Source: an optimization exercise on an open RTL-to-GDS flow (aim: small area and a short achievable clock period). Production flows keep margins and buffers that such runs may drop. Function was not checked in any run shown here: the RTL went through the layout flow alone.

## design/flow/config.mk

```make
export PLATFORM = sky130hd
export DESIGN_NAME = mode_switch_pipe
export DESIGN_NICKNAME = mode_switch_pipe
export VERILOG_FILES = /design/flow/design.v
export SDC_FILE = /design/flow/constraint.sdc
export NUM_CORES = 4
export LEC_CHECK = 0
export CAP_MARGIN = 20
export CORE_MARGIN = 2
export CORE_UTILIZATION = 65
export CTS_CLUSTER_DIAMETER = 150
export CTS_CLUSTER_SIZE = 20
export SLEW_MARGIN = 20
```

## design/flow/constraint.sdc

```tcl
create_clock -name core_clock -period 25.0 [get_ports {clk}]
set_input_delay 5.0000 -clock core_clock [delete_from_list [all_inputs] [get_ports {clk}]]
set_output_delay 5.0000 -clock core_clock [all_outputs]
set_load 0.01 [all_outputs]
```

## design/flow/design.v

```verilog
module mode_switch_pipe #(
    parameter int WIDTH    = 12,
    parameter int LANES    = 4,
    parameter int Q        = 3329,
    parameter int MULT_LAT = 3
) (
    input  logic                   clk,
    input  logic                   rst_n,
    input  logic                   in_valid,
    output logic                   in_ready,
    input  logic [LANES*WIDTH-1:0] in_data,
    input  logic [LANES*WIDTH-1:0] in_tw,
    input  logic                   bf_valid,
    input  logic [LANES*WIDTH-1:0] bf_data,
    input  logic [LANES*WIDTH-1:0] bf_tw,
    output logic                   fwd_valid,
    output logic [LANES*WIDTH-1:0] fwd_data,
    output logic                   ret_valid,
    output logic [LANES*WIDTH-1:0] ret_data,
    input  logic                   mode_req,
    input  logic                   mode_in,
    output logic                   mode,
    output logic                   mode_ack
);
    localparam int DW = LANES * WIDTH;
    logic [2:0] fwd_vld;
    logic [2:0] ret_vld;
    logic       mode_r;
    logic       mode_c;     
    logic       mode_2;     
    logic       pending;
    logic       pending_mode;
    logic       ready_r;    
    logic       ack_r;
    logic [DW-1:0]       mul_na0, mul_nb0, byp0, byp1, fwd2, ret2, res;
    logic [LANES*24-1:0] prod, prod1;
    wire accept  = in_valid && !pending;
    wire drained = !(|fwd_vld) && !(|ret_vld) && !bf_valid;
    always_ff @(posedge clk or negedge rst_n) begin
        if (!rst_n) begin
            fwd_vld <= '0;
            ret_vld <= '0;
        end else begin
            fwd_vld <= {fwd_vld[1:0], accept};
            ret_vld <= {ret_vld[1:0], bf_valid};
        end
    end
    for (genvar i = 0; i < LANES; i++) begin : g_lane
        msp_mul12 u_mul (.na(mul_na0[i*WIDTH +: WIDTH]), .nb(mul_nb0[i*WIDTH +: WIDTH]), .p(prod[i*24 +: 24]));
        msp_red   u_red (.p(prod1[i*24 +: 24]), .r(res[i*WIDTH +: WIDTH]));
    end
    always_ff @(posedge clk) begin
        mul_na0 <= ~(mode_c ? bf_data : in_data);    
        mul_nb0 <= ~(mode_c ? bf_tw   : in_tw);
        byp0   <= mode_c ? in_data : bf_data;
        prod1  <= prod;
        byp1   <= byp0;
        fwd2   <= mode_2 ? byp1 : res;
        ret2   <= mode_2 ? res  : byp1;
    end
    always_ff @(posedge clk or negedge rst_n) begin
        if (!rst_n) begin
            mode_r       <= 1'b0;
            mode_c       <= 1'b0;
            mode_2       <= 1'b0;
            pending      <= 1'b0;
            ready_r      <= 1'b1;
            pending_mode <= 1'b0;
            ack_r        <= 1'b0;
        end else begin
            ack_r  <= 1'b0;
            mode_2 <= mode_c;
            if (!mode_req && pending && drained && (pending_mode != mode_c))
                mode_c <= pending_mode;
            if (mode_req) begin
                pending      <= 1'b1;
                ready_r      <= 1'b0;
                pending_mode <= mode_in;
            end else if (pending && drained) begin
                mode_r  <= pending_mode;
                pending <= 1'b0;
                ready_r <= 1'b1;
                ack_r   <= 1'b1;
            end
        end
    end
    assign in_ready  = ready_r;
    assign fwd_valid = fwd_vld[2];
    assign ret_valid = ret_vld[2];
    assign fwd_data  = fwd2;
    assign ret_data  = ret2;
    assign mode      = mode_r;
    assign mode_ack  = ack_r;
endmodule
module msp_mul12 (input logic [11:0] na, input logic [11:0] nb, output logic [23:0] p);
    logic mc_1;
    logic mc_2;
    logic mc_3;
    logic mc_4;
    logic mc_5;
    logic mc_6;
    logic mc_7;
    logic mc_8;
    logic mc_9;
    logic mc_10;
    logic mc_11;
    logic mc_12;
    logic mc_13;
    logic mc_14;
    logic mc_15;
    logic mc_16;
    logic mc_17;
    logic mc_18;
    logic mc_19;
    logic mc_20;
    logic mc_21;
    logic mc_22;
    logic mc_23;
    logic mc_24;
    logic mc_25;
    logic mc_26;
    logic mc_27;
    logic mc_28;
    logic mc_29;
    logic mc_30;
    logic mc_31;
    logic mc_32;
    logic mc_33;
    logic mc_34;
    logic mc_35;
    logic mc_36;
    logic mc_37;
    logic mc_38;
    logic mc_39;
    logic mc_40;
    logic mc_41;
    logic mc_42;
    logic mc_43;
    logic mc_44;
    logic mc_45;
    logic mc_46;
    logic mc_47;
    logic mc_48;
    logic mc_49;
    logic mc_50;
    logic mc_51;
    logic mc_52;
    logic mc_53;
    logic mc_54;
    logic mc_55;
    logic mc_56;
    logic mc_57;
    logic mc_58;
    logic mc_59;
    logic mc_60;
    logic mc_61;
    logic mc_62;
    logic mc_63;
    logic mc_64;
    logic mc_65;
    logic mc_66;
    logic mc_67;
    logic mc_68;
    logic mc_69;
    logic mc_70;
    logic mc_71;
    logic mc_72;
    logic mc_73;
    logic mc_74;
    logic mc_75;
    logic mc_76;
    logic mc_77;
    logic mc_78;
    logic mc_79;
    logic mc_80;
    logic mc_81;
    logic mc_82;
    logic mc_83;
    logic mc_84;
    logic mc_85;
    logic mc_86;
    logic mc_87;
    logic mc_88;
    logic mc_89;
    logic mc_90;
    logic mc_91;
    logic mc_92;
    logic mc_93;
    logic mc_94;
    logic mc_95;
    logic mc_96;
    logic mc_97;
    logic mc_98;
    logic mc_99;
    logic mc_100;
    logic mc_101;
    logic mc_102;
    logic mc_103;
    logic mc_104;
    logic mc_105;
    logic mc_106;
    logic mc_107;
    logic mc_108;
    logic mc_109;
    logic mc_110;
    logic mc_111;
    logic mc_112;
    logic mc_113;
    logic mc_114;
    logic mc_115;
    logic mc_116;
    logic mc_117;
    logic mc_118;
    logic mc_119;
    logic mc_120;
    logic mc_121;
    logic mc_122;
    logic mc_123;
    logic mc_124;
    logic mc_125;
    logic mc_126;
    logic mc_127;
    logic mc_128;
    logic mc_129;
    logic mc_130;
    logic mc_131;
    logic mc_132;
    logic mc_133;
    logic mc_134;
    logic mc_135;
    logic mc_136;
    logic mc_137;
    logic mc_138;
    logic mc_139;
    logic mc_140;
    logic mc_141;
    logic mc_142;
    logic mc_143;
    logic mc_144;
    logic mc_145;
    logic mc_146;
    logic mc_147;
    logic mc_148;
    logic mc_149;
    logic mc_150;
    logic mc_151;
    logic mc_152;
    logic mc_153;
    logic mc_154;
    logic mc_155;
    logic mc_156;
    logic mc_157;
    logic mc_158;
    logic mc_159;
    logic mc_160;
    logic mc_161;
    logic mc_162;
    logic mc_163;
    logic mc_164;
    logic mc_165;
    logic mc_166;
    logic mc_167;
    logic mc_168;
    logic mc_169;
    logic mc_170;
    logic mc_171;
    logic mc_172;
    logic mc_173;
    logic mc_174;
    logic mc_175;
    logic mc_176;
    logic mc_177;
    logic mc_178;
    logic mc_179;
    logic mc_180;
    logic mc_181;
    logic mc_182;
    logic mc_183;
    logic mc_184;
    logic mc_185;
    logic mc_186;
    logic mc_187;
    logic mc_188;
    logic mc_189;
    logic mc_190;
    logic mc_191;
    logic mc_192;
    logic mc_193;
    logic mc_194;
    logic mc_195;
    logic mc_196;
    logic mc_197;
    logic mc_198;
    logic mc_199;
    logic mc_200;
    logic mc_201;
    logic mc_202;
    logic mc_203;
    logic mc_204;
    logic mc_205;
    logic mc_206;
    logic mc_207;
    logic mc_208;
    logic mc_209;
    logic mc_210;
    logic mc_211;
    logic mc_212;
    logic mc_213;
    logic mc_214;
    logic mc_215;
    logic mc_216;
    logic mc_217;
    logic mc_218;
    logic mc_219;
    logic mc_220;
    assign mc_1 = ~((na[0] | nb[9]) ^ (na[1] | nb[8]));
    assign mc_2 = (na[0] | nb[9]) | (na[1] | nb[8]);
    assign {mc_4, mc_3} = {(na[0] | nb[10])} + {(na[1] | nb[9])} + {(na[2] | nb[8])};
    assign mc_5 = ~((na[3] | nb[7]) ^ (na[4] | nb[6]));
    assign mc_6 = (na[3] | nb[7]) | (na[4] | nb[6]);
    assign {mc_8, mc_7} = {(na[0] | nb[11])} + {(na[1] | nb[10])} + {(na[2] | nb[9])};
    assign {mc_10, mc_9} = {(na[3] | nb[8])} + {(na[4] | nb[7])} + {(na[5] | nb[6])};
    assign mc_11 = ~((na[6] | nb[5]) ^ (na[7] | nb[4]));
    assign mc_12 = (na[6] | nb[5]) | (na[7] | nb[4]);
    assign {mc_14, mc_13} = {(na[1] | nb[11])} + {(na[2] | nb[10])} + {(na[3] | nb[9])};
    assign {mc_16, mc_15} = {(na[4] | nb[8])} + {(na[5] | nb[7])} + {(na[6] | nb[6])};
    assign mc_17 = ~((na[7] | nb[5]) ^ (na[8] | nb[4]));
    assign mc_18 = (na[7] | nb[5]) | (na[8] | nb[4]);
    assign {mc_20, mc_19} = {(na[2] | nb[11])} + {(na[3] | nb[10])} + {(na[4] | nb[9])};
    assign {mc_22, mc_21} = {(na[5] | nb[8])} + {(na[6] | nb[7])} + {(na[7] | nb[6])};
    assign {mc_24, mc_23} = {(na[3] | nb[11])} + {(na[4] | nb[10])} + {(na[5] | nb[9])};
    assign mc_25 = ~((na[0] | nb[6]) ^ (na[1] | nb[5]));
    assign mc_26 = (na[0] | nb[6]) | (na[1] | nb[5]);
    assign {mc_28, mc_27} = {(na[0] | nb[7])} + {(na[1] | nb[6])} + {(na[2] | nb[5])};
    assign mc_29 = ~((na[3] | nb[4]) ^ (na[4] | nb[3]));
    assign mc_30 = (na[3] | nb[4]) | (na[4] | nb[3]);
    assign {mc_32, mc_31} = {(na[0] | nb[8])} + {(na[1] | nb[7])} + {(na[2] | nb[6])};
    assign {mc_34, mc_33} = {(na[3] | nb[5])} + {(na[4] | nb[4])} + {(na[5] | nb[3])};
    assign mc_35 = ~((na[6] | nb[2]) ^ (na[7] | nb[1]));
    assign mc_36 = (na[6] | nb[2]) | (na[7] | nb[1]);
    assign {mc_38, mc_37} = {mc_1} + {(na[2] | nb[7])} + {(na[3] | nb[6])};
    assign {mc_40, mc_39} = {(na[4] | nb[5])} + {(na[5] | nb[4])} + {(na[6] | nb[3])};
    assign {mc_42, mc_41} = {(na[7] | nb[2])} + {(na[8] | nb[1])} + {(na[9] | nb[0])};
    assign {mc_44, mc_43} = {mc_2} + {mc_3} + {mc_5};
    assign {mc_46, mc_45} = {(na[5] | nb[5])} + {(na[6] | nb[4])} + {(na[7] | nb[3])};
    assign {mc_48, mc_47} = {(na[8] | nb[2])} + {(na[9] | nb[1])} + {(na[10] | nb[0])};
    assign {mc_50, mc_49} = {mc_4} + {mc_6} + {mc_7};
    assign {mc_52, mc_51} = {mc_9} + {mc_11} + {(na[8] | nb[3])};
    assign {mc_54, mc_53} = {(na[9] | nb[2])} + {(na[10] | nb[1])} + {(na[11] | nb[0])};
    assign {mc_56, mc_55} = {mc_8} + {mc_10} + {mc_12};
    assign {mc_58, mc_57} = {mc_13} + {mc_15} + {mc_17};
    assign {mc_60, mc_59} = {(na[9] | nb[3])} + {(na[10] | nb[2])} + {(na[11] | nb[1])};
    assign {mc_62, mc_61} = {mc_14} + {mc_16} + {mc_18};
    assign {mc_64, mc_63} = {mc_19} + {mc_21} + {(na[8] | nb[5])};
    assign {mc_66, mc_65} = {(na[9] | nb[4])} + {(na[10] | nb[3])} + {(na[11] | nb[2])};
    assign {mc_68, mc_67} = {mc_20} + {mc_22} + {mc_23};
    assign {mc_70, mc_69} = {(na[6] | nb[8])} + {(na[7] | nb[7])} + {(na[8] | nb[6])};
    assign {mc_72, mc_71} = {(na[9] | nb[5])} + {(na[10] | nb[4])} + {(na[11] | nb[3])};
    assign {mc_74, mc_73} = {mc_24} + {(na[4] | nb[11])} + {(na[5] | nb[10])};
    assign {mc_76, mc_75} = {(na[6] | nb[9])} + {(na[7] | nb[8])} + {(na[8] | nb[7])};
    assign {mc_78, mc_77} = {(na[9] | nb[6])} + {(na[10] | nb[5])} + {(na[11] | nb[4])};
    assign {mc_80, mc_79} = {(na[5] | nb[11])} + {(na[6] | nb[10])} + {(na[7] | nb[9])};
    assign {mc_82, mc_81} = {(na[8] | nb[8])} + {(na[9] | nb[7])} + {(na[10] | nb[6])};
    assign {mc_84, mc_83} = {(na[6] | nb[11])} + {(na[7] | nb[10])} + {(na[8] | nb[9])};
    assign mc_85 = ~((na[0] | nb[4]) ^ (na[1] | nb[3]));
    assign mc_86 = (na[0] | nb[4]) | (na[1] | nb[3]);
    assign {mc_88, mc_87} = {(na[0] | nb[5])} + {(na[1] | nb[4])} + {(na[2] | nb[3])};
    assign mc_89 = ~((na[3] | nb[2]) ^ (na[4] | nb[1]));
    assign mc_90 = (na[3] | nb[2]) | (na[4] | nb[1]);
    assign {mc_92, mc_91} = {mc_25} + {(na[2] | nb[4])} + {(na[3] | nb[3])};
    assign {mc_94, mc_93} = {(na[4] | nb[2])} + {(na[5] | nb[1])} + {(na[6] | nb[0])};
    assign {mc_96, mc_95} = {mc_26} + {mc_27} + {mc_29};
    assign {mc_98, mc_97} = {(na[5] | nb[2])} + {(na[6] | nb[1])} + {(na[7] | nb[0])};
    assign {mc_100, mc_99} = {mc_28} + {mc_30} + {mc_31};
    assign {mc_102, mc_101} = {mc_33} + {mc_35} + {(na[8] | nb[0])};
    assign {mc_104, mc_103} = {mc_32} + {mc_34} + {mc_36};
    assign {mc_106, mc_105} = {mc_37} + {mc_39} + {mc_41};
    assign {mc_108, mc_107} = {mc_38} + {mc_40} + {mc_42};
    assign {mc_110, mc_109} = {mc_43} + {mc_45} + {mc_47};
    assign {mc_112, mc_111} = {mc_44} + {mc_46} + {mc_48};
    assign {mc_114, mc_113} = {mc_49} + {mc_51} + {mc_53};
    assign {mc_116, mc_115} = {mc_50} + {mc_52} + {mc_54};
    assign {mc_118, mc_117} = {mc_55} + {mc_57} + {mc_59};
    assign {mc_120, mc_119} = {mc_56} + {mc_58} + {mc_60};
    assign {mc_122, mc_121} = {mc_61} + {mc_63} + {mc_65};
    assign {mc_124, mc_123} = {mc_62} + {mc_64} + {mc_66};
    assign {mc_126, mc_125} = {mc_67} + {mc_69} + {mc_71};
    assign {mc_128, mc_127} = {mc_68} + {mc_70} + {mc_72};
    assign {mc_130, mc_129} = {mc_73} + {mc_75} + {mc_77};
    assign {mc_132, mc_131} = {mc_74} + {mc_76} + {mc_78};
    assign {mc_134, mc_133} = {mc_79} + {mc_81} + {(na[11] | nb[5])};
    assign {mc_136, mc_135} = {mc_80} + {mc_82} + {mc_83};
    assign {mc_138, mc_137} = {(na[9] | nb[8])} + {(na[10] | nb[7])} + {(na[11] | nb[6])};
    assign {mc_140, mc_139} = {mc_84} + {(na[7] | nb[11])} + {(na[8] | nb[10])};
    assign {mc_142, mc_141} = {(na[9] | nb[9])} + {(na[10] | nb[8])} + {(na[11] | nb[7])};
    assign {mc_144, mc_143} = {(na[8] | nb[11])} + {(na[9] | nb[10])} + {(na[10] | nb[9])};
    assign mc_145 = ~((na[0] | nb[3]) ^ (na[1] | nb[2]));
    assign mc_146 = (na[0] | nb[3]) | (na[1] | nb[2]);
    assign {mc_148, mc_147} = {mc_85} + {(na[2] | nb[2])} + {(na[3] | nb[1])};
    assign {mc_150, mc_149} = {mc_86} + {mc_87} + {mc_89};
    assign {mc_152, mc_151} = {mc_88} + {mc_90} + {mc_91};
    assign {mc_154, mc_153} = {mc_92} + {mc_94} + {mc_95};
    assign {mc_156, mc_155} = {mc_96} + {mc_98} + {mc_99};
    assign {mc_158, mc_157} = {mc_100} + {mc_102} + {mc_103};
    assign {mc_160, mc_159} = {mc_104} + {mc_106} + {mc_107};
    assign {mc_162, mc_161} = {mc_108} + {mc_110} + {mc_111};
    assign {mc_164, mc_163} = {mc_112} + {mc_114} + {mc_115};
    assign {mc_166, mc_165} = {mc_116} + {mc_118} + {mc_119};
    assign {mc_168, mc_167} = {mc_120} + {mc_122} + {mc_123};
    assign {mc_170, mc_169} = {mc_124} + {mc_126} + {mc_127};
    assign {mc_172, mc_171} = {mc_128} + {mc_130} + {mc_131};
    assign {mc_174, mc_173} = {mc_132} + {mc_134} + {mc_135};
    assign {mc_176, mc_175} = {mc_136} + {mc_138} + {mc_139};
    assign {mc_178, mc_177} = {mc_140} + {mc_142} + {mc_143};
    assign {mc_180, mc_179} = {mc_144} + {(na[9] | nb[11])} + {(na[10] | nb[10])};
    assign mc_181 = ~((na[0] | nb[2]) ^ (na[1] | nb[1]));
    assign mc_182 = (na[0] | nb[2]) | (na[1] | nb[1]);
    assign {mc_184, mc_183} = {mc_145} + {(na[2] | nb[1])} + {(na[3] | nb[0])};
    assign {mc_186, mc_185} = {mc_146} + {mc_147} + {(na[4] | nb[0])};
    assign {mc_188, mc_187} = {mc_148} + {mc_149} + {(na[5] | nb[0])};
    assign {mc_190, mc_189} = {mc_150} + {mc_151} + {mc_93};
    assign {mc_192, mc_191} = {mc_152} + {mc_153} + {mc_97};
    assign {mc_194, mc_193} = {mc_154} + {mc_155} + {mc_101};
    assign {mc_196, mc_195} = {mc_156} + {mc_157} + {mc_105};
    assign {mc_198, mc_197} = {mc_158} + {mc_159} + {mc_109};
    assign {mc_200, mc_199} = {mc_160} + {mc_161} + {mc_113};
    assign {mc_202, mc_201} = {mc_162} + {mc_163} + {mc_117};
    assign {mc_204, mc_203} = {mc_164} + {mc_165} + {mc_121};
    assign {mc_206, mc_205} = {mc_166} + {mc_167} + {mc_125};
    assign {mc_208, mc_207} = {mc_168} + {mc_169} + {mc_129};
    assign {mc_210, mc_209} = {mc_170} + {mc_171} + {mc_133};
    assign {mc_212, mc_211} = {mc_172} + {mc_173} + {mc_137};
    assign {mc_214, mc_213} = {mc_174} + {mc_175} + {mc_141};
    assign {mc_216, mc_215} = {mc_176} + {mc_177} + {(na[11] | nb[8])};
    assign {mc_218, mc_217} = {mc_178} + {mc_179} + {(na[11] | nb[9])};
    assign {mc_220, mc_219} = {mc_180} + {(na[10] | nb[11])} + {(na[11] | nb[10])};
    logic [23:0] ra, rb;
    assign ra = {1'b1, mc_220, mc_218, mc_216, mc_214, mc_212, mc_210, mc_208, mc_206, mc_204, mc_202, mc_200, mc_198, mc_196, mc_194, mc_192, mc_190, mc_188, mc_186, mc_184, mc_182, mc_181, (na[0] | nb[1]), (na[0] | nb[0])};
    assign rb = {1'b1, (na[11] | nb[11]), mc_219, mc_217, mc_215, mc_213, mc_211, mc_209, mc_207, mc_205, mc_203, mc_201, mc_199, mc_197, mc_195, mc_193, mc_191, mc_189, mc_187, mc_185, mc_183, (na[2] | nb[0]), (na[1] | nb[0]), 1'b1};
    logic [23:0] kp0, kg0;
    assign kp0 = ra ^ rb;           
    assign kg0 = ~(ra | rb);        
    logic [23:0] kp1, kg1;
    assign kg1[0] = kg0[0];
    assign kp1[0] = kp0[0];
    assign kg1[1] = kg0[1] | (kp0[1] & kg0[0]);
    assign kp1[1] = kp0[1] & kp0[0];
    assign kg1[2] = kg0[2] | (kp0[2] & kg0[1]);
    assign kp1[2] = kp0[2] & kp0[1];
    assign kg1[3] = kg0[3] | (kp0[3] & kg0[2]);
    assign kp1[3] = kp0[3] & kp0[2];
    assign kg1[4] = kg0[4] | (kp0[4] & kg0[3]);
    assign kp1[4] = kp0[4] & kp0[3];
    assign kg1[5] = kg0[5] | (kp0[5] & kg0[4]);
    assign kp1[5] = kp0[5] & kp0[4];
    assign kg1[6] = kg0[6] | (kp0[6] & kg0[5]);
    assign kp1[6] = kp0[6] & kp0[5];
    assign kg1[7] = kg0[7] | (kp0[7] & kg0[6]);
    assign kp1[7] = kp0[7] & kp0[6];
    assign kg1[8] = kg0[8] | (kp0[8] & kg0[7]);
    assign kp1[8] = kp0[8] & kp0[7];
    assign kg1[9] = kg0[9] | (kp0[9] & kg0[8]);
    assign kp1[9] = kp0[9] & kp0[8];
    assign kg1[10] = kg0[10] | (kp0[10] & kg0[9]);
    assign kp1[10] = kp0[10] & kp0[9];
    assign kg1[11] = kg0[11] | (kp0[11] & kg0[10]);
    assign kp1[11] = kp0[11] & kp0[10];
    assign kg1[12] = kg0[12] | (kp0[12] & kg0[11]);
    assign kp1[12] = kp0[12] & kp0[11];
    assign kg1[13] = kg0[13] | (kp0[13] & kg0[12]);
    assign kp1[13] = kp0[13] & kp0[12];
    assign kg1[14] = kg0[14] | (kp0[14] & kg0[13]);
    assign kp1[14] = kp0[14] & kp0[13];
    assign kg1[15] = kg0[15] | (kp0[15] & kg0[14]);
    assign kp1[15] = kp0[15] & kp0[14];
    assign kg1[16] = kg0[16] | (kp0[16] & kg0[15]);
    assign kp1[16] = kp0[16] & kp0[15];
    assign kg1[17] = kg0[17] | (kp0[17] & kg0[16]);
    assign kp1[17] = kp0[17] & kp0[16];
    assign kg1[18] = kg0[18] | (kp0[18] & kg0[17]);
    assign kp1[18] = kp0[18] & kp0[17];
    assign kg1[19] = kg0[19] | (kp0[19] & kg0[18]);
    assign kp1[19] = kp0[19] & kp0[18];
    assign kg1[20] = kg0[20] | (kp0[20] & kg0[19]);
    assign kp1[20] = kp0[20] & kp0[19];
    assign kg1[21] = kg0[21] | (kp0[21] & kg0[20]);
    assign kp1[21] = kp0[21] & kp0[20];
    assign kg1[22] = kg0[22] | (kp0[22] & kg0[21]);
    assign kp1[22] = kp0[22] & kp0[21];
    assign kg1[23] = kg0[23] | (kp0[23] & kg0[22]);
    assign kp1[23] = kp0[23] & kp0[22];
    logic [23:0] kp2, kg2;
    assign kg2[0] = kg1[0];
    assign kp2[0] = kp1[0];
    assign kg2[1] = kg1[1];
    assign kp2[1] = kp1[1];
    assign kg2[2] = kg1[2] | (kp1[2] & kg1[0]);
    assign kp2[2] = kp1[2] & kp1[0];
    assign kg2[3] = kg1[3] | (kp1[3] & kg1[1]);
    assign kp2[3] = kp1[3] & kp1[1];
    assign kg2[4] = kg1[4] | (kp1[4] & kg1[2]);
    assign kp2[4] = kp1[4] & kp1[2];
    assign kg2[5] = kg1[5] | (kp1[5] & kg1[3]);
    assign kp2[5] = kp1[5] & kp1[3];
    assign kg2[6] = kg1[6] | (kp1[6] & kg1[4]);
    assign kp2[6] = kp1[6] & kp1[4];
    assign kg2[7] = kg1[7] | (kp1[7] & kg1[5]);
    assign kp2[7] = kp1[7] & kp1[5];
    assign kg2[8] = kg1[8] | (kp1[8] & kg1[6]);
    assign kp2[8] = kp1[8] & kp1[6];
    assign kg2[9] = kg1[9] | (kp1[9] & kg1[7]);
    assign kp2[9] = kp1[9] & kp1[7];
    assign kg2[10] = kg1[10] | (kp1[10] & kg1[8]);
    assign kp2[10] = kp1[10] & kp1[8];
    assign kg2[11] = kg1[11] | (kp1[11] & kg1[9]);
    assign kp2[11] = kp1[11] & kp1[9];
    assign kg2[12] = kg1[12] | (kp1[12] & kg1[10]);
    assign kp2[12] = kp1[12] & kp1[10];
    assign kg2[13] = kg1[13] | (kp1[13] & kg1[11]);
    assign kp2[13] = kp1[13] & kp1[11];
    assign kg2[14] = kg1[14] | (kp1[14] & kg1[12]);
    assign kp2[14] = kp1[14] & kp1[12];
    assign kg2[15] = kg1[15] | (kp1[15] & kg1[13]);
    assign kp2[15] = kp1[15] & kp1[13];
    assign kg2[16] = kg1[16] | (kp1[16] & kg1[14]);
    assign kp2[16] = kp1[16] & kp1[14];
    assign kg2[17] = kg1[17] | (kp1[17] & kg1[15]);
    assign kp2[17] = kp1[17] & kp1[15];
    assign kg2[18] = kg1[18] | (kp1[18] & kg1[16]);
    assign kp2[18] = kp1[18] & kp1[16];
    assign kg2[19] = kg1[19] | (kp1[19] & kg1[17]);
    assign kp2[19] = kp1[19] & kp1[17];
    assign kg2[20] = kg1[20] | (kp1[20] & kg1[18]);
    assign kp2[20] = kp1[20] & kp1[18];
    assign kg2[21] = kg1[21] | (kp1[21] & kg1[19]);
    assign kp2[21] = kp1[21] & kp1[19];
    assign kg2[22] = kg1[22] | (kp1[22] & kg1[20]);
    assign kp2[22] = kp1[22] & kp1[20];
    assign kg2[23] = kg1[23] | (kp1[23] & kg1[21]);
    assign kp2[23] = kp1[23] & kp1[21];
    logic [23:0] kp3, kg3;
    assign kg3[0] = kg2[0];
    assign kp3[0] = kp2[0];
    assign kg3[1] = kg2[1];
    assign kp3[1] = kp2[1];
    assign kg3[2] = kg2[2];
    assign kp3[2] = kp2[2];
    assign kg3[3] = kg2[3];
    assign kp3[3] = kp2[3];
    assign kg3[4] = kg2[4] | (kp2[4] & kg2[0]);
    assign kp3[4] = kp2[4] & kp2[0];
    assign kg3[5] = kg2[5] | (kp2[5] & kg2[1]);
    assign kp3[5] = kp2[5] & kp2[1];
    assign kg3[6] = kg2[6] | (kp2[6] & kg2[2]);
    assign kp3[6] = kp2[6] & kp2[2];
    assign kg3[7] = kg2[7] | (kp2[7] & kg2[3]);
    assign kp3[7] = kp2[7] & kp2[3];
    assign kg3[8] = kg2[8] | (kp2[8] & kg2[4]);
    assign kp3[8] = kp2[8] & kp2[4];
    assign kg3[9] = kg2[9] | (kp2[9] & kg2[5]);
    assign kp3[9] = kp2[9] & kp2[5];
    assign kg3[10] = kg2[10] | (kp2[10] & kg2[6]);
    assign kp3[10] = kp2[10] & kp2[6];
    assign kg3[11] = kg2[11] | (kp2[11] & kg2[7]);
    assign kp3[11] = kp2[11] & kp2[7];
    assign kg3[12] = kg2[12] | (kp2[12] & kg2[8]);
    assign kp3[12] = kp2[12] & kp2[8];
    assign kg3[13] = kg2[13] | (kp2[13] & kg2[9]);
    assign kp3[13] = kp2[13] & kp2[9];
    assign kg3[14] = kg2[14] | (kp2[14] & kg2[10]);
    assign kp3[14] = kp2[14] & kp2[10];
    assign kg3[15] = kg2[15] | (kp2[15] & kg2[11]);
    assign kp3[15] = kp2[15] & kp2[11];
    assign kg3[16] = kg2[16] | (kp2[16] & kg2[12]);
    assign kp3[16] = kp2[16] & kp2[12];
    assign kg3[17] = kg2[17] | (kp2[17] & kg2[13]);
    assign kp3[17] = kp2[17] & kp2[13];
    assign kg3[18] = kg2[18] | (kp2[18] & kg2[14]);
    assign kp3[18] = kp2[18] & kp2[14];
    assign kg3[19] = kg2[19] | (kp2[19] & kg2[15]);
    assign kp3[19] = kp2[19] & kp2[15];
    assign kg3[20] = kg2[20] | (kp2[20] & kg2[16]);
    assign kp3[20] = kp2[20] & kp2[16];
    assign kg3[21] = kg2[21] | (kp2[21] & kg2[17]);
    assign kp3[21] = kp2[21] & kp2[17];
    assign kg3[22] = kg2[22] | (kp2[22] & kg2[18]);
    assign kp3[22] = kp2[22] & kp2[18];
    assign kg3[23] = kg2[23] | (kp2[23] & kg2[19]);
    assign kp3[23] = kp2[23] & kp2[19];
    logic [23:0] kp4, kg4;
    assign kg4[0] = kg3[0];
    assign kp4[0] = kp3[0];
    assign kg4[1] = kg3[1];
    assign kp4[1] = kp3[1];
    assign kg4[2] = kg3[2];
    assign kp4[2] = kp3[2];
    assign kg4[3] = kg3[3];
    assign kp4[3] = kp3[3];
    assign kg4[4] = kg3[4];
    assign kp4[4] = kp3[4];
    assign kg4[5] = kg3[5];
    assign kp4[5] = kp3[5];
    assign kg4[6] = kg3[6];
    assign kp4[6] = kp3[6];
    assign kg4[7] = kg3[7];
    assign kp4[7] = kp3[7];
    assign kg4[8] = kg3[8] | (kp3[8] & kg3[0]);
    assign kp4[8] = kp3[8] & kp3[0];
    assign kg4[9] = kg3[9] | (kp3[9] & kg3[1]);
    assign kp4[9] = kp3[9] & kp3[1];
    assign kg4[10] = kg3[10] | (kp3[10] & kg3[2]);
    assign kp4[10] = kp3[10] & kp3[2];
    assign kg4[11] = kg3[11] | (kp3[11] & kg3[3]);
    assign kp4[11] = kp3[11] & kp3[3];
    assign kg4[12] = kg3[12] | (kp3[12] & kg3[4]);
    assign kp4[12] = kp3[12] & kp3[4];
    assign kg4[13] = kg3[13] | (kp3[13] & kg3[5]);
    assign kp4[13] = kp3[13] & kp3[5];
    assign kg4[14] = kg3[14] | (kp3[14] & kg3[6]);
    assign kp4[14] = kp3[14] & kp3[6];
    assign kg4[15] = kg3[15] | (kp3[15] & kg3[7]);
    assign kp4[15] = kp3[15] & kp3[7];
    assign kg4[16] = kg3[16] | (kp3[16] & kg3[8]);
    assign kp4[16] = kp3[16] & kp3[8];
    assign kg4[17] = kg3[17] | (kp3[17] & kg3[9]);
    assign kp4[17] = kp3[17] & kp3[9];
    assign kg4[18] = kg3[18] | (kp3[18] & kg3[10]);
    assign kp4[18] = kp3[18] & kp3[10];
    assign kg4[19] = kg3[19] | (kp3[19] & kg3[11]);
    assign kp4[19] = kp3[19] & kp3[11];
    assign kg4[20] = kg3[20] | (kp3[20] & kg3[12]);
    assign kp4[20] = kp3[20] & kp3[12];
    assign kg4[21] = kg3[21] | (kp3[21] & kg3[13]);
    assign kp4[21] = kp3[21] & kp3[13];
    assign kg4[22] = kg3[22] | (kp3[22] & kg3[14]);
    assign kp4[22] = kp3[22] & kp3[14];
    assign kg4[23] = kg3[23] | (kp3[23] & kg3[15]);
    assign kp4[23] = kp3[23] & kp3[15];
    logic [23:0] kp5, kg5;
    assign kg5[0] = kg4[0];
    assign kp5[0] = kp4[0];
    assign kg5[1] = kg4[1];
    assign kp5[1] = kp4[1];
    assign kg5[2] = kg4[2];
    assign kp5[2] = kp4[2];
    assign kg5[3] = kg4[3];
    assign kp5[3] = kp4[3];
    assign kg5[4] = kg4[4];
    assign kp5[4] = kp4[4];
    assign kg5[5] = kg4[5];
    assign kp5[5] = kp4[5];
    assign kg5[6] = kg4[6];
    assign kp5[6] = kp4[6];
    assign kg5[7] = kg4[7];
    assign kp5[7] = kp4[7];
    assign kg5[8] = kg4[8];
    assign kp5[8] = kp4[8];
    assign kg5[9] = kg4[9];
    assign kp5[9] = kp4[9];
    assign kg5[10] = kg4[10];
    assign kp5[10] = kp4[10];
    assign kg5[11] = kg4[11];
    assign kp5[11] = kp4[11];
    assign kg5[12] = kg4[12];
    assign kp5[12] = kp4[12];
    assign kg5[13] = kg4[13];
    assign kp5[13] = kp4[13];
    assign kg5[14] = kg4[14];
    assign kp5[14] = kp4[14];
    assign kg5[15] = kg4[15];
    assign kp5[15] = kp4[15];
    assign kg5[16] = kg4[16] | (kp4[16] & kg4[0]);
    assign kp5[16] = kp4[16] & kp4[0];
    assign kg5[17] = kg4[17] | (kp4[17] & kg4[1]);
    assign kp5[17] = kp4[17] & kp4[1];
    assign kg5[18] = kg4[18] | (kp4[18] & kg4[2]);
    assign kp5[18] = kp4[18] & kp4[2];
    assign kg5[19] = kg4[19] | (kp4[19] & kg4[3]);
    assign kp5[19] = kp4[19] & kp4[3];
    assign kg5[20] = kg4[20] | (kp4[20] & kg4[4]);
    assign kp5[20] = kp4[20] & kp4[4];
    assign kg5[21] = kg4[21] | (kp4[21] & kg4[5]);
    assign kp5[21] = kp4[21] & kp4[5];
    assign kg5[22] = kg4[22] | (kp4[22] & kg4[6]);
    assign kp5[22] = kp4[22] & kp4[6];
    assign kg5[23] = kg4[23] | (kp4[23] & kg4[7]);
    assign kp5[23] = kp4[23] & kp4[7];
    assign p = kp0 ^ {kg5[22:0], 1'b0};
endmodule
module msp_red (input logic [23:0] p, output logic [11:0] r);
    logic rc_1;
    logic rc_2;
    logic rc_3;
    logic rc_4;
    logic rc_5;
    logic rc_6;
    logic rc_7;
    logic rc_8;
    logic rc_9;
    logic rc_10;
    logic rc_11;
    logic rc_12;
    logic rc_13;
    logic rc_14;
    logic rc_15;
    logic rc_16;
    logic rc_17;
    logic rc_18;
    logic rc_19;
    logic rc_20;
    logic rc_21;
    logic rc_22;
    logic rc_23;
    logic rc_24;
    logic rc_25;
    logic rc_26;
    logic rc_27;
    logic rc_28;
    logic rc_29;
    logic rc_30;
    logic rc_31;
    logic rc_32;
    logic rc_33;
    logic rc_34;
    logic rc_35;
    logic rc_36;
    logic rc_37;
    logic rc_38;
    logic rc_39;
    logic rc_40;
    logic rc_41;
    logic rc_42;
    logic rc_43;
    logic rc_44;
    logic rc_45;
    logic rc_46;
    logic rc_47;
    logic rc_48;
    logic rc_49;
    logic rc_50;
    logic rc_51;
    logic rc_52;
    logic rc_53;
    logic rc_54;
    logic rc_55;
    logic rc_56;
    logic rc_57;
    logic rc_58;
    logic rc_59;
    logic rc_60;
    logic rc_61;
    logic rc_62;
    logic rc_63;
    logic rc_64;
    logic rc_65;
    logic rc_66;
    logic rc_67;
    logic rc_68;
    logic rc_69;
    logic rc_70;
    logic rc_71;
    logic rc_72;
    logic rc_73;
    logic rc_74;
    assign {rc_2, rc_1} = {p[0]} + {~p[12]} + {~p[14]};
    assign {rc_4, rc_3} = {p[1]} + {~p[13]} + {~p[15]};
    assign {rc_6, rc_5} = {p[2]} + {~p[14]} + {~p[16]};
    assign {rc_8, rc_7} = {p[20]} + {p[22]};
    assign {rc_10, rc_9} = {p[3]} + {~p[15]} + {~p[17]};
    assign {rc_12, rc_11} = {p[21]} + {p[23]};
    assign {rc_14, rc_13} = {p[4]} + {~p[16]} + {~p[18]};
    assign {rc_16, rc_15} = {p[5]} + {~p[17]};
    assign {rc_18, rc_17} = {p[8]} + {~p[12]};
    assign {rc_20, rc_19} = {p[9]} + {~p[13]} + {~p[15]};
    assign {rc_22, rc_21} = {p[10]} + {p[12]} + {~p[16]};
    assign {rc_24, rc_23} = {p[11]} + {p[13]};
    assign {rc_26, rc_25} = {rc_1} + {p[18]};
    assign {rc_28, rc_27} = {rc_2} + {rc_3} + {p[19]};
    assign {rc_30, rc_29} = {rc_4} + {rc_5} + {rc_7};
    assign {rc_32, rc_31} = {rc_6} + {rc_8} + {rc_9};
    assign {rc_34, rc_33} = {rc_10} + {rc_12} + {rc_13};
    assign {rc_36, rc_35} = {rc_14} + {rc_15} + {~p[19]};
    assign {rc_38, rc_37} = {rc_16} + {p[6]} + {~p[18]};
    assign {rc_40, rc_39} = {p[7]} + {~p[19]};
    assign {rc_42, rc_41} = {rc_17} + {~p[14]} + {p[18]};
    assign {rc_44, rc_43} = {rc_18} + {rc_19} + {p[19]};
    assign {rc_46, rc_45} = {rc_20} + {rc_21} + {~p[18]};
    assign {rc_48, rc_47} = {rc_22} + {rc_23} + {~p[17]};
    assign {rc_50, rc_49} = {rc_25} + {p[20]};
    assign {rc_52, rc_51} = {rc_26} + {rc_27} + {p[21]};
    assign {rc_54, rc_53} = {rc_28} + {rc_29} + {1'b1};
    assign {rc_56, rc_55} = {rc_30} + {rc_31} + {rc_11};
    assign {rc_58, rc_57} = {rc_32} + {rc_33} + {p[22]};
    assign {rc_60, rc_59} = {rc_34} + {rc_35} + {p[23]};
    assign {rc_62, rc_61} = {rc_36} + {rc_37} + {~p[20]};
    assign {rc_64, rc_63} = {rc_38} + {rc_39} + {~p[21]};
    assign {rc_66, rc_65} = {rc_40} + {rc_41} + {~p[22]};
    assign {rc_68, rc_67} = {rc_42} + {rc_43} + {~p[23]};
    assign {rc_70, rc_69} = {rc_44} + {rc_45} + {1'b1};
    assign {rc_72, rc_71} = {rc_46} + {rc_47} + {~p[19]};
    assign {rc_74, rc_73} = {rc_48} + {rc_24};
    logic [13:0] ra, rb;
    logic [3:0]  t;
    logic [12:0] c0, r0;
    logic [13:0] c1, r1;
    assign ra = {rc_74, rc_72, rc_70, rc_68, rc_66, rc_64, rc_62, rc_60, rc_58, rc_56, rc_54, rc_52, rc_50, rc_49};
    assign rb = {1'b0, rc_73, rc_71, rc_69, rc_67, rc_65, rc_63, rc_61, rc_59, rc_57, rc_55, rc_53, rc_51, 1'b1};
    assign t  = ra[13:10] + rb[13:10];
    always_comb begin
        case (t)
            4'd0: begin c0 = 13'd0; c1 = 14'd13055; end
            4'd1: begin c0 = 13'd0; c1 = 14'd13055; end
            4'd2: begin c0 = 13'd0; c1 = 14'd13055; end
            4'd3: begin c0 = 13'd0; c1 = 14'd13055; end
            4'd4: begin c0 = 13'd0; c1 = 14'd13055; end
            4'd5: begin c0 = 13'd4863; c1 = 14'd9726; end
            4'd6: begin c0 = 13'd4863; c1 = 14'd9726; end
            4'd7: begin c0 = 13'd4863; c1 = 14'd9726; end
            4'd8: begin c0 = 13'd1534; c1 = 14'd6397; end
            4'd9: begin c0 = 13'd1534; c1 = 14'd6397; end
            4'd10: begin c0 = 13'd1534; c1 = 14'd6397; end
            4'd11: begin c0 = 13'd1534; c1 = 14'd6397; end
            4'd12: begin c0 = 13'd6397; c1 = 14'd3068; end
            4'd13: begin c0 = 13'd6397; c1 = 14'd3068; end
            4'd14: begin c0 = 13'd6397; c1 = 14'd3068; end
            4'd15: begin c0 = 13'd6397; c1 = 14'd3068; end
            default: begin c0 = 13'd0; c1 = 14'd0; end
        endcase
    end
    assign r0 = ra[12:0] + rb[12:0] + c0;
    assign r1 = {1'b0, r0} - 14'd3329;
    assign r  = r1[13] ? r0[11:0] : r1[11:0];
endmodule
```

## design/flow/flow/run.sh

```bash
#!/bin/bash
# Standard ORFS layout (the standard.sh, standard synthesis) with small port buffers, and
# setup repair aimed well below the 25 ns clock so the resizer works on the real critical paths.
set -euo pipefail
export BUFFER_PORTS_ARGS="-buffer_cell sky130_fd_sc_hd__buf_1"
export SETUP_SLACK_MARGIN=18.8
export CTS_ARGS="-sink_clustering_enable -repair_clock_nets -sink_clustering_size 20 -sink_clustering_max_diameter 150 -dont_use_dummy_load"
bash standard.sh > flow_standard.log 2>&1
```

## design/flow/standard.sh

```bash
#!/bin/bash
# synth_recipe.tcl (not shown) runs the flow's synth.tcl, then flattens the netlist and writes it again
# the make line also repeats each setting of config.mk as NAME=value (left out here)
make -C /OpenROAD-flow-scripts/flow DESIGN_CONFIG=/design/flow/config.mk WORK_HOME=/design/flow/orfs CLKGATE_MAP_FILE= SYNTH_SCRIPT=/design/flow/synth_recipe.tcl "${@:-finish}"
```

==> results.yml, run 1 <==
route:
  vias_per_cell: 5.90
  dr.pass1.iters: 5
  wl_um: 90700
  routedWlPerCell_um: 19.7
  first_iter_violations: 1636
  drc_errors: 0
  ant_nets: 0
  vias: 27200
run:
  cap_violations: 0
logic_synthesis:
  synth_top_area_cell: "fa_1"
  synth_area_leaders: "fa_1 32%, dfxtp_1 22%, ha_1 8.5%, nor2_1 7.3%, inv_1 4.6%"
  synth_ff_type: "dfxtp_1"
  ys_ff_latch: 397
  synth_common_cells: "683 x nor2_1, 556 x fa_1, 434 x inv_1"
  synthSimpleGateAreaFrac_pct: 13.2
  synth-async-reset-ratio_pct: 3.27
  synthCells: 3624
  syn_area_um2: 35100
  synth.area.mux_share_pct: 5.08
  synth_top_family_by_area: "adder cells"
  yosysSeqAreaShare_pct: 22.8
  yosys_warnings: 2
  ys_types: 82
  synthAdderAreaFrac_pct: 40.2
  yosysMostFrequentCell: "nor2_1"
  synth_top_area_share_pct: 31.7
  synth-xor-area-share_pct: 3.23
  syn_nets: 4618
  synth-compound-area-share_pct: 9.09
  synth_edf_count: 0
  avgSynthCellArea_um2: 9.70
placement:
  post-place-ws_ns: 17.90
  place_hpwl_um: 69300
  dp_cells: 4472
  port_buffers: 298
  gp_congestion: 0.942
clock_network:
  cts-root-buf: "clkbuf_16"
  clk_pin_slew_ns: 0.09
  insertion_delay_ns: 0.57
  cts_tree: "built"
  cts_max_path_buffers: 3
  htree_num_levels: 1
  cts_buffers: 23
  cts.sinks: 397
floorplan:
  initial_core_util_pct: 65.6
  dieArea_um2: 56000
  pin_count: 299
  core_area_um2: 53600
  die_h_um: 237
  die_x_um: 237
  core.rowCount: 85
final_layout:
  antenna_cells: 0
  instances_no_fill: 4604
  areaGrowthSynthToFinish_pct: 13.2
  fillers: 3745
  drive_above_1_share_pct: 13.6
  utilization_pct: 74.2
  final_nets: 4904
grt:
  grt_pass1_vias: 28800
  grt.total_usage_pct: 31.9
  grt_pass1_wl_um: 143000
  antenna_found_initial: 2
  grt_max_degree: 62
  gr-total-overflow: 0
worst_setup_path:
  critPathMaxStageDelay_ns: 0.54
  crit_path_max_fanout: 6
  r2r_cells: 23
  path_depth: 23
  arrival_ns: 6.85
  crit_family: "adder cells"
  crit_buf_inv: 5
  crit_path_start_kind: "register"
  cp-startpoint: "prod1[12]"
  path_cells: "inv_2 > fa_2 > fa_1 > fa_1 > inv_2 > ha_4 > a21o_1 > a21oi_2 > xor2_2 > buf_4 > nand2_4 > fa_1 > ha_1 > a211oi_2 > o21ai_0 > xor2_1 > nor4_4 > nand4_1 > buf_4 > a41oi_4 > buf_4 > mux2i_2 > mux2_2"
  worst_setup_path_end_kind: "register"
  required_ns: 25.51
  reg2reg_to: "fwd2[1]"
  slowest_stage: "fa_1"
  cp-endpoint: "fwd2[1]"
  rrSetupSlack_ns: 18.66
  timing.rr.start: "prod1[12]"
  critPathKind: "reg2reg"
sta:
  whs_ns: 0.323
  setup_violations: 0
  hold_viol_final: 0
  slew_headroom_pct: 32.1
  layout_worst_path_cycle_share_pct: 25.3
  finalCriticalPeriod_ns: 6.34
  timing.final.ws_setup_ns: 18.66
  worst_slew_pin_slew_ns: 1.01
  final.setup_skew_ns: 0.0364
  rsz0062_at_grt: "true"
  setup_tns_ns: 0
  report.final.slew_viol_count: 0
  max_freq_mhz: 158
worst_hold_path:
  hp-start: "byp0[28]"
  hold_path_class: "reg2reg"
run_status:
  status: "complete, no violations"
==> how the worst min path moves through the flow <==
stage | endpoint | slack, ns | cells after the start
floorplan | byp1[0] | 0.31 | 0
global placement | byp1[29] | 0.31 | 0
detailed placement | byp1[3] | 0.31 | 0
CTS | byp1[28] | 0.33 | 0
global route | byp1[43] | 0.33 | 0
finish | byp1[28] | 0.32 | 0
==> layer usage <==
metal	track usage, %	vias to the layer above	wire length [um]
met5	0	-	21
met4	9.07	4	2990
met3	5.18	218	5940
met2	56.6	1039	45200
met1	40.5	13600	36500
li1	-	12300	-
==> layout make-up <==
type	instances	area (um2)	area share (%)
inverters	434	1640	4.11
repair buffers	409	2100	5.27
clock buffers	23	576	1.45
flip-flops and latches	397	8050	20.2
well taps	696	871	2.19
multi-input cells	2645	26600	66.7
==> cells by family (layout without fill, tap and decap cells) <==
logic type / after synthesis / count (layout)
buffers and inverters: 586 / 866
XOR/XNOR: 128 / 128
flip-flops: 397 / 397
adder cells (fa/ha/maj): 796 / 796
multiplexers: 170 / 170
AO/OA/AOI/OAI: 483 / 487
AND/OR/NAND/NOR: 1064 / 1064
==> placed cells by master (no fill, tap or decap), drive strengths merged, types with 43 or more instances in the layout <==
| cell | count |
|---|---|
| mux2 | 66 |
| nor3 | 46 |
| dfxtp | 384 |
| a21oi | 118 |
| xor2 | 43 |
| fa | 556 |
| inv | 434 |
| xnor2 | 84 |
| or2 | 51 |
| nand2 | 107 |
| o21ai | 95 |
| a31oi | 48 |
| buf | 403 |
| nor2 | 683 |
| ha | 240 |
| mux2i | 104 |
==> registers in the layout, indices dropped and copies added (netlist names) <==
| register | cells |
|---|---|
| ack_r | 1 |
| byp0 | 48 |
| byp1 | 48 |
| fwd2 | 48 |
| fwd_vld | 3 |
| mode_2 | 1 |
| mode_c | 1 |
| mode_r | 1 |
| mul_na0 | 48 |
| mul_nb0 | 48 |
| pending | 1 |
| pending_mode | 1 |
| prod1 | 96 |
| ready_r | 1 |
| ret2 | 48 |
| ret_vld | 3 |
==> through the flow <==
stage / instance area [um2]
finish: 39800
global route: 39800
detailed placement: 36600
global placement: 36600
CTS: 38200
floorplan: 35200
==> what timing repair did <==
| action | CTS | global route |
|---|---|---|
| gates cloned | 4 | 1 |
| hold buffers | 0 | 0 |
| resized for setup | 132 | 251 |
| setup endpoints to repair | 102 | 102 |
| hold endpoints to repair | 0 | 0 |
| buffers inserted | 46 | 58 |
| pin swaps | 50 | 126 |
==> inputs of run 2 (changes only) <==
--- a/design/flow/flow/run.sh
+++ b/design/flow/flow/run.sh
@@ -4,5 +4,5 @@
 set -euo pipefail
 export BUFFER_PORTS_ARGS="-buffer_cell sky130_fd_sc_hd__buf_1"
-export SETUP_SLACK_MARGIN=18.8
+export SETUP_SLACK_MARGIN=18.5
 export CTS_ARGS="-sink_clustering_enable -repair_clock_nets -sink_clustering_size 20 -sink_clustering_max_diameter 150 -dont_use_dummy_load"
 bash standard.sh > flow_standard.log 2>&1
==> run 2 against run 1 <==
Still clean; count of clock-buffer cells in the layout did not move; worst hold slack improved by 0.0021 ns; routed wire length fell by 3.0%; worst setup slack got worse by 0.058 ns.
==> results.yml, run 2 <==
run_status:
  status: "complete, no violations"
floorplan:
  initial_core_util_pct: 65.6
  core.rowCount: 85
  core_area_um2: 53600
  die_x_um: 237
  die_h_um: 237
  dieArea_um2: 56000
  pin_count: 299
route:
  dr.pass1.iters: 7
  ant_nets: 0
  drc_errors: 0
  routedWlPerCell_um: 19.3
  first_iter_violations: 1572
  vias_per_cell: 5.87
  wl_um: 87900
  vias: 26700
clock_network:
  cts.sinks: 397
  htree_num_levels: 1
  cts_buffers: 23
  cts-root-buf: "clkbuf_16"
  insertion_delay_ns: 0.57
  cts_tree: "built"
  clk_pin_slew_ns: 0.09
  cts_max_path_buffers: 3
logic_synthesis:
  synth_ff_type: "dfxtp_1"
  avgSynthCellArea_um2: 9.70
  syn_area_um2: 35100
  ys_ff_latch: 397
  syn_nets: 4618
  synth_top_area_cell: "fa_1"
  synth_area_leaders: "fa_1 32%, dfxtp_1 22%, ha_1 8.5%, nor2_1 7.3%, inv_1 4.6%"
  synth_edf_count: 0
  yosysSeqAreaShare_pct: 22.8
  yosysMostFrequentCell: "nor2_1"
  synth_common_cells: "683 x nor2_1, 556 x fa_1, 434 x inv_1"
  synth_top_area_share_pct: 31.7
  ys_types: 82
  synthCells: 3624
  yosys_warnings: 2
  synth-async-reset-ratio_pct: 3.27
grt:
  grt_pass1_vias: 28500
  grt_max_degree: 62
  grt_pass1_wl_um: 142000
  antenna_found_initial: 1
  gr-total-overflow: 0
  grt.total_usage_pct: 31.5
sta:
  finalCriticalPeriod_ns: 6.39
  report.final.slew_viol_count: 0
  hold_viol_final: 0
  setup_tns_ns: 0
  layout_worst_path_cycle_share_pct: 25.6
  final.setup_skew_ns: 0.0336
  whs_ns: 0.325
  rsz0062_at_grt: "true"
  max_freq_mhz: 156
  setup_violations: 0
  slew_headroom_pct: 31.3
  worst_slew_pin_slew_ns: 1.02
worst_setup_path:
  path_cells: "inv_1 > fa_1 > fa_1 > inv_1 > fa_1 > ha_2 > fa_2 > nor2_2 > nor2_2 > buf_4 > nand2b_4 > nand2_1 > fa_1 > ha_4 > fa_2 > a21o_4 > a221oi_4 > xnor2_2 > or4_4 > a21oi_4 > nand3b_1 > o21ai_1 > mux2_2"
  crit_path_max_fanout: 6
  worst_setup_path_end_kind: "register"
  critPathMaxStageDelay_ns: 0.56
  slowest_stage: "fa_2"
  crit_path_start_kind: "register"
  cp_common_cell: "fa_1"
  critPathKind: "reg2reg"
  required_ns: 25.47
  arrival_ns: 6.86
worst_hold_path:
  hold_path_class: "reg2reg"
final_layout:
  final_common_cell: "nor2_1"
  mostFrequentLayoutCells: "678 x nor2_1, 542 x fa_1, 427 x inv_1"
  fin_area_um2: 38400
  final_nets: 4852
  regMostFlops: "prod1"
  drive_above_1_share_pct: 8.87
  utilization_pct: 71.5
  antenna_cells: 0
  areaGrowthSynthToFinish_pct: 9.11
  fillers: 3935
  largest_reg_flops: 96
placement:
  place_area_um2: 36600
  gp_congestion: 0.942
  place_hpwl_um: 69300
  port_buffers: 298
run:
  cap_violations: 0
run 2: cell types whose count changed in the layout (fill, tap and decap cells not counted), sizes merged:
cell	delta
o31a	+1
buf	-48
clkbuf	-5
run 2: worst max-delay path, delay by kind of cell, from the launching register on:
family / cells / cell delay, ns
adders and majority gates: 8 / 3.23
muxes: 1 / 0.31
buffers and inverters: 3 / 0.24
DFF: 1 / 0.32
AOI/OAI and AO/OA: 4 / 1.00
and+or+nand+nor: 6 / 1.07
xor gates and xnor gates: 1 / 0.13
run 2: area by class of cell:
| type | count | area (um2) | share of cell area, % |
|---|---|---|---|
| multi-input cells | 2646 | 25700 | 66.9 |
| flip-flops and latches | 397 | 8030 | 20.9 |
| inverters | 434 | 1630 | 4.25 |
| repair buffers | 356 | 1580 | 4.13 |
| well taps | 696 | 871 | 2.27 |
| clock buffers | 23 | 576 | 1.50 |
run 2: through the flow:
stage	worst slack, ns	instances
after floorplan	18.85	3624
after global placement	18.09	4472
after detailed placement	17.90	4472
after CTS	18.47	4522
after global routing	18.43	4552
final	18.61	4552
run 2: cell families (layout without fill, tap and decap cells):
kind of cell / after synthesis / count (layout) / share of synthesized area (%)
AND/OR/NAND/NOR: 1064 / 1064 / 13.2
adder cells (fa/ha/maj): 796 / 796 / 40.2
buffers and inverters: 586 / 813 / 6.35
AO/OA/AOI/OAI: 483 / 488 / 9.09
flip-flops: 397 / 397 / 22.8
multiplexers: 170 / 170 / 5.08
XOR/XNOR: 128 / 128 / 3.23
run 2: metal layers:
metal  vias to the layer above  global-route usage, %  wire length, um
li1                      12200                      -                -
met3                       178                   4.97             6040
met1                     13300                   40.4            35500
met2                      1035                   55.3            43600
met5                         -                      0               13
met4                         2                   9.51             2740
run 2: path summary, 6_finish.rpt:
path	start	endpoint	slack, ns	depth (start not counted)
hold / removal	byp0[28]	byp1[28]	0.32	0
setup / recovery	prod1[81]	fwd2[47]	18.61	23
setup reg to reg	prod1[81]	fwd2[47]	18.61	23
max in group asynchronous	rst_n	mode_2	20.07	1
min in group asynchronous	rst_n	ret_vld[0]	4.44	1
hold reg to reg	byp0[28]	byp1[28]	0.32	0
run 2: what timing repair did:
item	in CTS	in global routing
pin swaps	13	48
setup endpoints to repair	93	96
resized for setup	45	118
hold buffers	0	0
setup buffers	24	27
cloned	3	3
==> inputs of run 3 (changes only) <==
--- a/design/flow/flow/run.sh
+++ b/design/flow/flow/run.sh
@@ -4,5 +4,5 @@
 set -euo pipefail
 export BUFFER_PORTS_ARGS="-buffer_cell sky130_fd_sc_hd__buf_1"
-export SETUP_SLACK_MARGIN=18.5
+export SETUP_SLACK_MARGIN=18.65
 export CTS_ARGS="-sink_clustering_enable -repair_clock_nets -sink_clustering_size 20 -sink_clustering_max_diameter 150 -dont_use_dummy_load"
 bash standard.sh > flow_standard.log 2>&1
==> run 3 against run 2 <==
Still clean; die area is the same; register-to-register slack improved by 0.09 ns; via count increased by 0.23%; clock skew is 0.0032 ns higher; sequential share of layout area down 0.29 points; critical path depth grew 2; critical endpoint is now fwd2[37].
==> results.yml, run 3 <==
grt:
  grt_pass1_wl_um: 143000
  grt.total_usage_pct: 31.8
  gr-total-overflow: 0
  grt_max_degree: 62
  grt_pass1_vias: 28600
  antenna_found_initial: 2
run_status:
  status: "complete, no violations"
clock_network:
  cts_buffers: 23
  cts_max_path_buffers: 3
  cts.sinks: 397
  cts-root-buf: "clkbuf_16"
  insertion_delay_ns: 0.57
  clk_pin_slew_ns: 0.09
  holdBufCountCts: 0
  htree_num_levels: 1
  cts_tree: "built"
sta:
  rsz0062_at_grt: "true"
  slew_headroom_pct: 32.9
  timing.final.ws_setup_ns: 18.70
  report.final.slew_viol_count: 0
  layout_worst_path_cycle_share_pct: 25.2
  setup_tns_ns: 0
  hold_viol_final: 0
  final.setup_skew_ns: 0.0368
  whs_ns: 0.325
  max_freq_mhz: 159
  worst_slew_pin_slew_ns: 0.994
  setup_violations: 0
  finalCriticalPeriod_ns: 6.30
logic_synthesis:
  yosysSeqAreaShare_pct: 22.8
  synthCells: 3624
  ys_types: 82
  synth_area_leaders: "fa_1 32%, dfxtp_1 22%, ha_1 8.5%, nor2_1 7.3%, inv_1 4.6%"
  yosysMostFrequentCell: "nor2_1"
  synth_common_cells: "683 x nor2_1, 556 x fa_1, 434 x inv_1"
  yosys_warnings: 2
  ys_ff_latch: 397
  synth-async-reset-ratio_pct: 3.27
  synth_edf_count: 0
  syn_area_um2: 35100
  synth_top_area_cell: "fa_1"
  avgSynthCellArea_um2: 9.70
  synth_top_area_share_pct: 31.7
  synth_ff_type: "dfxtp_1"
  syn_nets: 4618
floorplan:
  core.rowCount: 85
  dieArea_um2: 56000
  die_h_um: 237
  initial_core_util_pct: 65.6
  pin_count: 299
  core_area_um2: 53600
  die_x_um: 237
worst_setup_path:
  critPathKind: "reg2reg"
  crit_path_start_kind: "register"
  timing.rr.start: "prod1[84]"
  worst_setup_path_end_kind: "register"
  r2r_cells: 25
  arrival_ns: 6.82
  reg2reg_to: "fwd2[37]"
  required_ns: 25.51
  crit_path_max_fanout: 8
  rrSetupSlack_ns: 18.70
final_layout:
  seqCellArea_um2: 8040
  mostFrequentLayoutCells: "675 x nor2_1, 538 x fa_1, 416 x inv_1"
  regMostFlops: "prod1"
  areaGrowthSynthToFinish_pct: 10.7
  final_nets: 4869
  fillers: 3865
  largest_reg_flops: 96
  antenna_cells: 0
  drive_above_1_share_pct: 10.7
  multiInputGateArea_um2: 26000
  final_common_cell: "nor2_1"
route:
  met2_length_um: 44100
  vias_per_cell: 5.87
  wl_um: 88400
  routedWlPerCell_um: 19.4
  top_layer_used: "met5"
  vias: 26800
  wl_met1_um: 35900
  dr.pass1.iters: 7
  ant_nets: 0
  first_iter_violations: 1497
  drc_errors: 0
  wl_met3_um: 5670
placement:
  gp_congestion: 0.942
  port_buffers: 298
  post-place-ws_ns: 17.90
  place_hpwl_um: 69300
worst_hold_path:
  hp-start: "byp0[28]"
  whs_path_depth: 0
  hold_path_class: "reg2reg"
  holdPathEnd: "byp1[28]"
run:
  cap_violations: 0
[run 3: cell type report]
| cell class | count | area share (%) |
|---|---|---|
| Inverter | 434 | 4.19 |
| Timing Repair Buffer | 374 | 4.50 |
| Sequential cell | 397 | 20.7 |
| Tap cell | 696 | 2.24 |
| Multi-Input combinational cell | 2645 | 66.9 |
| Clock buffer | 23 | 1.48 |
[run 3: worst max-delay path, stage by stage (launching register included)]
cell and delay (ns):
dfxtp_2 0.34, inv_2 0.05, fa_1 0.55, inv_2 0.04, fa_2 0.55, inv_2 0.05
ha_4 0.26, inv_2 0.04, ha_4 0.16, fa_2 0.59, nor2_2 0.04, nor2_2 0.10
buf_4 0.13, nand2b_4 0.06, nand2_4 0.07, fa_1 0.45, ha_4 0.19, fa_2 0.40
a21o_4 0.27, a21oi_4 0.16, xnor2_2 0.12, or4_4 0.58, a21oi_4 0.32, o31a_4 0.28
mux2i_2 0.26, mux2_2 0.18
[run 3: worst max-delay path by stage]
stage	slack, ns	to	start
floorplan	18.85	fwd2[41]	prod1[84]
global placement	18.09	ret2[37]	prod1[84]
detailed placement	17.90	ret2[13]	prod1[36]
CTS	18.65	ret2[42]	prod1[84]
global route	18.48	ret2[1]	prod1[9]
finish	18.70	fwd2[37]	prod1[84]
[run 3: cell families (layout without fill, tap and decap cells)]
logic type                 count (synthesis)  count (layout)  synth area share (%)
muxes                                    170             170                  5.08
adders and majority gates                796             796                  40.2
xor gates and xnor gates                 128             128                  3.23
DFF                                      397             397                  22.8
buffers and inverters                    586             831                  6.35
AOI/OAI and AO/OA                        483             487                  9.09
and+or+nand+nor                         1064            1064                  13.2
[run 3: metrics by stage]
step	area [um2]	utilization [%]	cells
after floorplan	35200	-	3624
after global placement	36600	68.3	4472
after detailed placement	36600	68.3	4472
after CTS	37900	70.7	4537
after global routing	38900	72.6	4569
final	38900	72.6	4569
[run 3: timing repair]
action	in CTS	in global routing
resized for setup	83	169
endpoints found under the setup margin	96	96
gates cloned	4	1
buffers inserted	38	31
pin swaps	35	78
[run 3: layer usage]
metal / GRT usage [%] / up-vias
li1: - / 12300
met1: 40.6 / 13400
met2: 56.1 / 968
met3: 5.06 / 179
met4: 9.38 / 4
met5: 0 / -

==> re-timing with driven ports <==
No port has a modelled driver above. Below, the same layouts with a new extraction and two added sets of constraints.
Step 1 assumes that a clkbuf_16 drives the clock port and a buf_2 every other input.
Step 2 also shifts input and output timing later by t, the mid clock arrival at the registers, as if the neighbouring blocks saw the same clock.
Three values: ideal ports, drivers, drivers and shift; two values: the first two.
run	t, ns	setup slack, ns	worst setup path after step 2	latest minus earliest clock arrival (ns)	worst register clock-pin slew, ns
run 1	0.621	18.663 / 18.663 / 18.663	register to register	0.041 / 0.041	0.10 / 0.10
run 2	0.620	18.606 / 18.606 / 18.606	register to register	0.039 / 0.038	0.10 / 0.10
run 3	0.620	18.697 / 18.688 / 18.697	register to register	0.040 / 0.040	0.10 / 0.10
After both steps every run listed still meets setup and hold.
